What follows belongs to an exercise in optimizing a design on an open flow for small area and a short achievable clock period; a production flow would make more cautious choices. In this exercise RTL edits were held to simulation tests only and were not proved equivalent to the original. Power and IR drop assume default switching activity.

File: run.sh
#!/bin/bash
# synth_recipe.tcl (not shown) runs the flow's synth.tcl, then flattens the netlist and writes it again
# the make line also repeats each setting of config.mk as NAME=value (left out here)
make -C /OpenROAD-flow-scripts/flow DESIGN_CONFIG=/design/flow/config.mk WORK_HOME=/design/flow/orfs CLKGATE_MAP_FILE= SYNTH_SCRIPT=/design/flow/synth_recipe.tcl finish
File: config.mk
export PLATFORM = sky130hd
export DESIGN_NAME = twiddle_mult
export DESIGN_NICKNAME = twiddle_mult
export VERILOG_FILES = /design/flow/design.v
export SDC_FILE = /design/flow/constraint.sdc
export NUM_CORES = 4
export LEC_CHECK = 0
export CAP_MARGIN = 20
export CORE_MARGIN = 2
export CORE_UTILIZATION = 40
export SLEW_MARGIN = 20
File: constraint.sdc
create_clock -name core_clock -period 7.0 [get_ports {mclk}]
set_input_delay 1.4000 -clock core_clock [delete_from_list [all_inputs] [get_ports {mclk}]]
set_output_delay 1.4000 -clock core_clock [all_outputs]
set_load 0.01 [all_outputs]
File: design.v
module twiddle_rom (
    input  logic                   mclk,
    input  logic [4:0]             i_addr,
    output logic signed [15:0]     o_wr,
    output logic signed [15:0]     o_wi
);
    logic signed [15:0] wr_d, wr_q;
    logic signed [15:0] wi_d, wi_q;
    always_comb begin
        wr_d = '0;
        wi_d = '0;
        case (i_addr)
            5'd0: begin wr_d = 16'h4000; wi_d = 16'h0000; end   
            5'd1: begin wr_d = 16'h3FB1; wi_d = 16'hF9BA; end   
            5'd2: begin wr_d = 16'h3EC5; wi_d = 16'hF384; end   
            5'd3: begin wr_d = 16'h3D3F; wi_d = 16'hED6C; end   
            5'd4: begin wr_d = 16'h3B21; wi_d = 16'hE782; end   
            5'd5: begin wr_d = 16'h3871; wi_d = 16'hE1D5; end   
            5'd6: begin wr_d = 16'h3537; wi_d = 16'hDC72; end   
            5'd7: begin wr_d = 16'h3179; wi_d = 16'hD766; end   
            5'd8: begin wr_d = 16'h2D41; wi_d = 16'hD2BF; end   
            5'd9: begin wr_d = 16'h289A; wi_d = 16'hCE87; end   
            5'd10: begin wr_d = 16'h238E; wi_d = 16'hCAC9; end   
            5'd11: begin wr_d = 16'h1E2B; wi_d = 16'hC78F; end   
            5'd12: begin wr_d = 16'h187E; wi_d = 16'hC4DF; end   
            5'd13: begin wr_d = 16'h1294; wi_d = 16'hC2C1; end   
            5'd14: begin wr_d = 16'h0C7C; wi_d = 16'hC13B; end   
            5'd15: begin wr_d = 16'h0646; wi_d = 16'hC04F; end   
            5'd16: begin wr_d = 16'h0000; wi_d = 16'hC000; end   
            5'd17: begin wr_d = 16'hF9BA; wi_d = 16'hC04F; end   
            5'd18: begin wr_d = 16'hF384; wi_d = 16'hC13B; end   
            5'd19: begin wr_d = 16'hED6C; wi_d = 16'hC2C1; end   
            5'd20: begin wr_d = 16'hE782; wi_d = 16'hC4DF; end   
            5'd21: begin wr_d = 16'hE1D5; wi_d = 16'hC78F; end   
            5'd22: begin wr_d = 16'hDC72; wi_d = 16'hCAC9; end   
            5'd23: begin wr_d = 16'hD766; wi_d = 16'hCE87; end   
            5'd24: begin wr_d = 16'hD2BF; wi_d = 16'hD2BF; end   
            5'd25: begin wr_d = 16'hCE87; wi_d = 16'hD766; end   
            5'd26: begin wr_d = 16'hCAC9; wi_d = 16'hDC72; end   
            5'd27: begin wr_d = 16'hC78F; wi_d = 16'hE1D5; end   
            5'd28: begin wr_d = 16'hC4DF; wi_d = 16'hE782; end   
            5'd29: begin wr_d = 16'hC2C1; wi_d = 16'hED6C; end   
            5'd30: begin wr_d = 16'hC13B; wi_d = 16'hF384; end   
            5'd31: begin wr_d = 16'hC04F; wi_d = 16'hF9BA; end   
            default: begin wr_d = '0; wi_d = '0; end
        endcase
    end
    always_ff @(posedge mclk) begin
        wr_q <= wr_d;
        wi_q <= wi_d;
    end
    assign o_wr = wr_q;
    assign o_wi = wi_q;
endmodule
module twiddle_mult (
    input  logic                    mclk,
    input  logic                    i_rst_n,
    input  logic                    i_init,
    input  logic                    i_vld,
    input  logic signed [15:0]      i_re,
    input  logic signed [15:0]      i_im,
    output logic                    o_vld,
    output logic signed [31:0]      o_re,
    output logic signed [31:0]      o_im
);
    localparam int FFT_N   = 64;
    localparam int STAGE_L = 64;
    localparam int IN_W    = 16;
    localparam int TW_W    = 16;
    localparam int OUT_W   = IN_W + TW_W;
    localparam int CW     = $clog2(STAGE_L);
    localparam int AW     = $clog2(FFT_N / 2);
    localparam int HALF_L = STAGE_L / 2;
    localparam int STRIDE = FFT_N / STAGE_L;
    logic [CW-1:0]           cnt_d, cnt_q;
    logic [AW-1:0]           tw_addr;
    logic signed [TW_W-1:0]  wr, wi;
    logic                    vld1_d, vld1_q, vld2_d, vld2_q, vld3_d, vld3_q;
    logic signed [IN_W-1:0]  re1_d, re1_q, im1_d, im1_q;
    logic signed [OUT_W-1:0] prr_d, prr_q, pii_d, pii_q, pri_d, pri_q, pir_d, pir_q;
    logic signed [OUT_W-1:0] ore_d, ore_q, oim_d, oim_q;
    twiddle_rom u_rom (
        .mclk   (mclk),
        .i_addr (tw_addr),
        .o_wr   (wr),
        .o_wi   (wi)
    );
    always_comb begin
        cnt_d   = cnt_q;
        tw_addr = '0;
        if (i_init)
            cnt_d = '0;
        else if (i_vld)
            cnt_d = cnt_q + CW'(1);
        if (cnt_q >= CW'(HALF_L))
            tw_addr = AW'((int'(cnt_q) - HALF_L) * STRIDE);
        vld1_d = i_vld & ~i_init;
        vld2_d = vld1_q & ~i_init;
        vld3_d = vld2_q & ~i_init;
        re1_d = i_re;
        im1_d = i_im;
        prr_d = OUT_W'(re1_q) * OUT_W'(wr);
        pii_d = OUT_W'(im1_q) * OUT_W'(wi);
        pri_d = OUT_W'(re1_q) * OUT_W'(wi);
        pir_d = OUT_W'(im1_q) * OUT_W'(wr);
        ore_d = ore_q;
        oim_d = oim_q;
        if (vld3_d) begin
            ore_d = prr_q - pii_q;
            oim_d = pri_q + pir_q;
        end
    end
    always_ff @(posedge mclk or negedge i_rst_n) begin
        if (!i_rst_n) begin
            cnt_q  <= '0;
            vld1_q <= 1'b0;
            vld2_q <= 1'b0;
            vld3_q <= 1'b0;
            ore_q  <= '0;
            oim_q  <= '0;
        end else begin
            cnt_q  <= cnt_d;
            vld1_q <= vld1_d;
            vld2_q <= vld2_d;
            vld3_q <= vld3_d;
            ore_q  <= ore_d;
            oim_q  <= oim_d;
        end
    end
    always_ff @(posedge mclk) begin
        re1_q <= re1_d;
        im1_q <= im1_d;
        prr_q <= prr_d;
        pii_q <= pii_d;
        pri_q <= pri_d;
        pir_q <= pir_d;
    end
    assign o_vld = vld3_q;
    assign o_re  = ore_q;
    assign o_im  = oim_q;
endmodule
==> flow_metrics.tcl <==
set metrics [dict create \
    status "no timing/DRC/antenna violations" \
    synth_top_family_by_area "adder cells" \
    die-area_mm2 0.130 \
    worstHoldStart "vld1_q" \
    gp_congestion 0.919 \
    worstPathRequired_ns 7.48 \
    ys_seq_area_share_pct 11.1 \
    synth_ff_type "dfxtp_1" \
    synthAdderAreaFrac_pct 51.4 \
    pin_count 101 \
    max_cap_viol_count 0 \
    met3_length_mm 6.54 \
    final.min_clock_period_ns 6.74 \
    postSynth.asyncResetShare_pct 27.7 \
    wl_met2_mm 61.2 \
    power.total_mw 4.32 \
    grt_pass1_vias 39300 \
    synth_top_area_share_pct 41.5 \
    p_per_area_mw_per_mm2 77.9 \
    routed_wl_mm 129 \
    hold_depth 1 \
    synth.cells.most_frequent "inv_1, fa_1, nand2_1" \
    start_util_pct 40.3 \
    max_freq_ghz 0.148 \
    core.rowCount 130 \
    min_path_type "flop to flop" \
    firstDrtPassIters 5 \
    die_w_um 360 \
    syn_area_mm2 0.0507 \
    gr-total-overflow 0 \
    yosysUniqueCellTypes 87 \
    crit_family "adder cells" \
    max_stage_delay_ns 0.81 \
    timing.rr.start "re1_q[15]" \
    postPlaceCellArea_mm2 0.0541 \
    cts_hold_buf 0 \
    cpMostUsedCell "fa_1" \
    hold_viol 0 \
    cp.depth 18 \
    reg2reg_depth 18 \
    area_growth_syn_to_layout_pct 9.46 \
    syn_nets 7040 \
    worstSkewPairLatency_ns 0.64 \
    wire_per_inst_um 17.8 \
    worst_slack_ns 0.261 \
    fin_area_mm2 0.0555 \
    top_layer_used "met5" \
    ir_worst_vdd_uv 161 \
    finalSetupTns_ns 0 \
    synth_simple_gate_area_share_pct 15.0 \
    dp_worst_setup_slack_ns 0.168 \
    synth.most_common_cell "inv_1" \
    synth_top_area_cell "fa_1" \
    ys.warnings.count 2 \
    cts_made_buffers 41 \
    cts_tree "built" \
    grt_usage_pct 20.8 \
    slew-limit-headroom_pct 23.4 \
    syn_avg_cell_area_um2 9.14 \
    cts_setup_buffers 0 \
    cp_max_fo 8 \
    synth-seq-cells 264 \
    die_y_um 360 \
    vias 36900 \
    worst_ep_arrival_time_ns 7.22 \
    fin_skew_ns 0.0450 \
    cp_cell_sequence "nand2_1 > inv_1 > fa_1 > fa_2 > fa_1 > fa_1 > fa_1 > inv_1 > fa_1 > inv_1 > ha_1 > nand2_1 > nor3_1 > nand3_1 > a21oi_1 > o41ai_2 > mux2i_1 > a2111oi_2" \
    critPathBufInv 3 \
    h-tree-depth 2 \
    fin_nets 7083 \
    dp.final_hpwl_mm 105 \
    slowest_stage "fa_2" \
    synth_xor_area_share_pct 3.06 \
    met1_length_mm 57.0 \
    min_to "vld2_q" \
    core_region_area_mm2 0.126 \
    synth-edff-count 0 \
    start_kind "flop" \
    remaining_drc_errors 0 \
    antenna_found_initial 3 \
    tightest_slew_ns 1.15 \
    rr_endpoint "prr_q[31]" \
    viasPerCell 5.07 \
    grt_max_degree 67 \
    drv_slew 0 \
    clk_path_buf_depth 3 \
    synthMuxAreaShare_pct 0.261 \
    synth_compound_area_share_pct 8.28 \
    synth_area_leaders "fa_1, ha_1, inv_1" \
    detail-route-antenna-nets 0 \
    initialDrtViolationCount 2016 \
    clk_pin_slew_ns 0.06 \
    p_leak_nw 28.5 \
    grt_pass1_wl_mm 214 \
    finalCritPeriodShare_pct 96.3 \
    cp-end-kind "flop" \
    r2r_slack_ns 0.26 \
    drive_above_1_share_pct 4.78 \
    setup-violations-final 0 \
    cts_root_buf "clkbuf_16" \
    path_class "flop to flop" \
    syn_inst 5551 \
    clock_sinks 264 \
    io_buffers 100 \
]
## report_power, final
group | internal (mW) | leakage (nW) | switching (mW)
logic | 0.234 | 25.3 | 0.300
registers | 1.58 | 2.53 | 0.0837
clock network | 1.20 | 0.655 | 0.928
total | 3.01 | 28.5 | 1.31
## placed cells by master (no fill, tap or decap), types with 36 or more instances in the layout
cell	n
xor2_1	51
xnor2_1	126
nand2b_1	36
and2_1	495
nor3_1	47
fa_1	1051
dfrtp_1	73
dfxtp_1	179
o21ai_0	144
inv_1	1211
ha_1	401
nor2_1	157
buf_4	136
a21oi_1	158
nand3_1	42
clkdlybuf4s50_1	99
a21o_1	59
nand2_1	643
clkbuf_16	41
## stage by stage
stage	std cells	hold slack, ns	utilization, %
finish	7277	0.467	44.2
floorplan	5551	0.439	-
global route	7276	0.504	44.2
detailed placement	7201	0.450	43.0
global placement	7201	0.445	43.0
CTS	7276	0.464	44.1
## worst max-delay path by stage
stage | from | endpoint | slack, ns
2_1_floorplan | re1_q[15] | prr_q[31] | 0.88
3_3_place_gp | re1_q[2] | prr_q[30] | 0.31
3_5_place_dp | re1_q[7] | prr_q[31] | 0.17
4_1_cts | re1_q[7] | prr_q[31] | 0.09
5_1_grt | u_rom.wr_q[1] | prr_q[31] | -0.01
6_report | re1_q[15] | prr_q[31] | 0.26
## routing by layer
layer / track usage (%) / vias to the layer above
met1: 28.7 / 18900
met5: 0 / -
met3: 2.40 / 187
li1: - / 17000
met4: 6.81 / 2
met2: 34.0 / 899
## cells by family (layout without fill, tap and decap cells)
| family | count (synthesis) | in the layout |
|---|---|---|
| adders and majority gates | 1453 | 1453 |
| AOI/OAI and AO/OA | 638 | 638 |
| xor gates and xnor gates | 177 | 177 |
| buffers and inverters | 1463 | 1538 |
| and+or+nand+nor | 1544 | 1544 |
| muxes | 12 | 12 |
| other | 0 | 1 |
| DFF | 264 | 264 |
## state kept, by name, indices dropped and copies added (netlist names), 6 cells and up
register,count
oim_q,32
pii_q,32
pir_q,32
prr_q,32
ore_q,32
cnt_q,6
pri_q,32
u_rom.wr_q,16
im1_q,16
re1_q,16
u_rom.wi_q,15
## repair_timing
| action | CTS | global route |
|---|---|---|
| gates resized for setup | 0 | 16 |
| setup endpoints to repair | 0 | 16 |
| hold endpoints to repair | 0 | 0 |
## worst register-to-register path: cells and delay by family (launching register included)
family	cells	cell delay (ns)
AO/OA/AOI/OAI	3	0.97
adder cells (fa/ha/maj)	7	3.69
buffers and inverters	3	0.24
flip-flops	1	0.54
multiplexers	1	0.15
AND/OR/NAND/NOR	4	1.01
## area by class of cell
class                   instances  area (um2)
fillers                     12200       70200
flip-flops and latches        264        5670
diodes                          1        2.50
clock buffers                  50        1080
multi-input cells            3824       39600
well taps                    1650        2060
inverters                    1215        4560
repair buffers                248        2270
clock inverters                25         275

## what the ideal ports hide
In the flow no input, the clock included, has a driving cell. The finished layout below was timed again as built, in two steps.
Step 1: set_driving_cell puts a clkbuf_16 on mclk and a buf_2 on each other input, an assumption about the parent block.
Step 2 adds t to the input delays and takes it off the output delays; t is the mean of the earliest and latest rising clock arrival at the registers after step 1. Input paths then give back, and output paths get back, about the clock's delay inside the block.
a / b / c = ideal / step 1 / step 2; a / b = the first two.
shift t [ns]: 0.692
setup WS [ns]: 0.261 / 0.261 / 0.261
worst hold slack (ns): 0.467 / 0.467 / 0.467
worst register clock-pin slew, ns: 0.07 / 0.07
pins driven straight from the clock port: 1
After both steps setup and hold are still met in this run. The setup slack of this run moves by 0.000 ns with the drivers and by 0.000 ns with both steps.
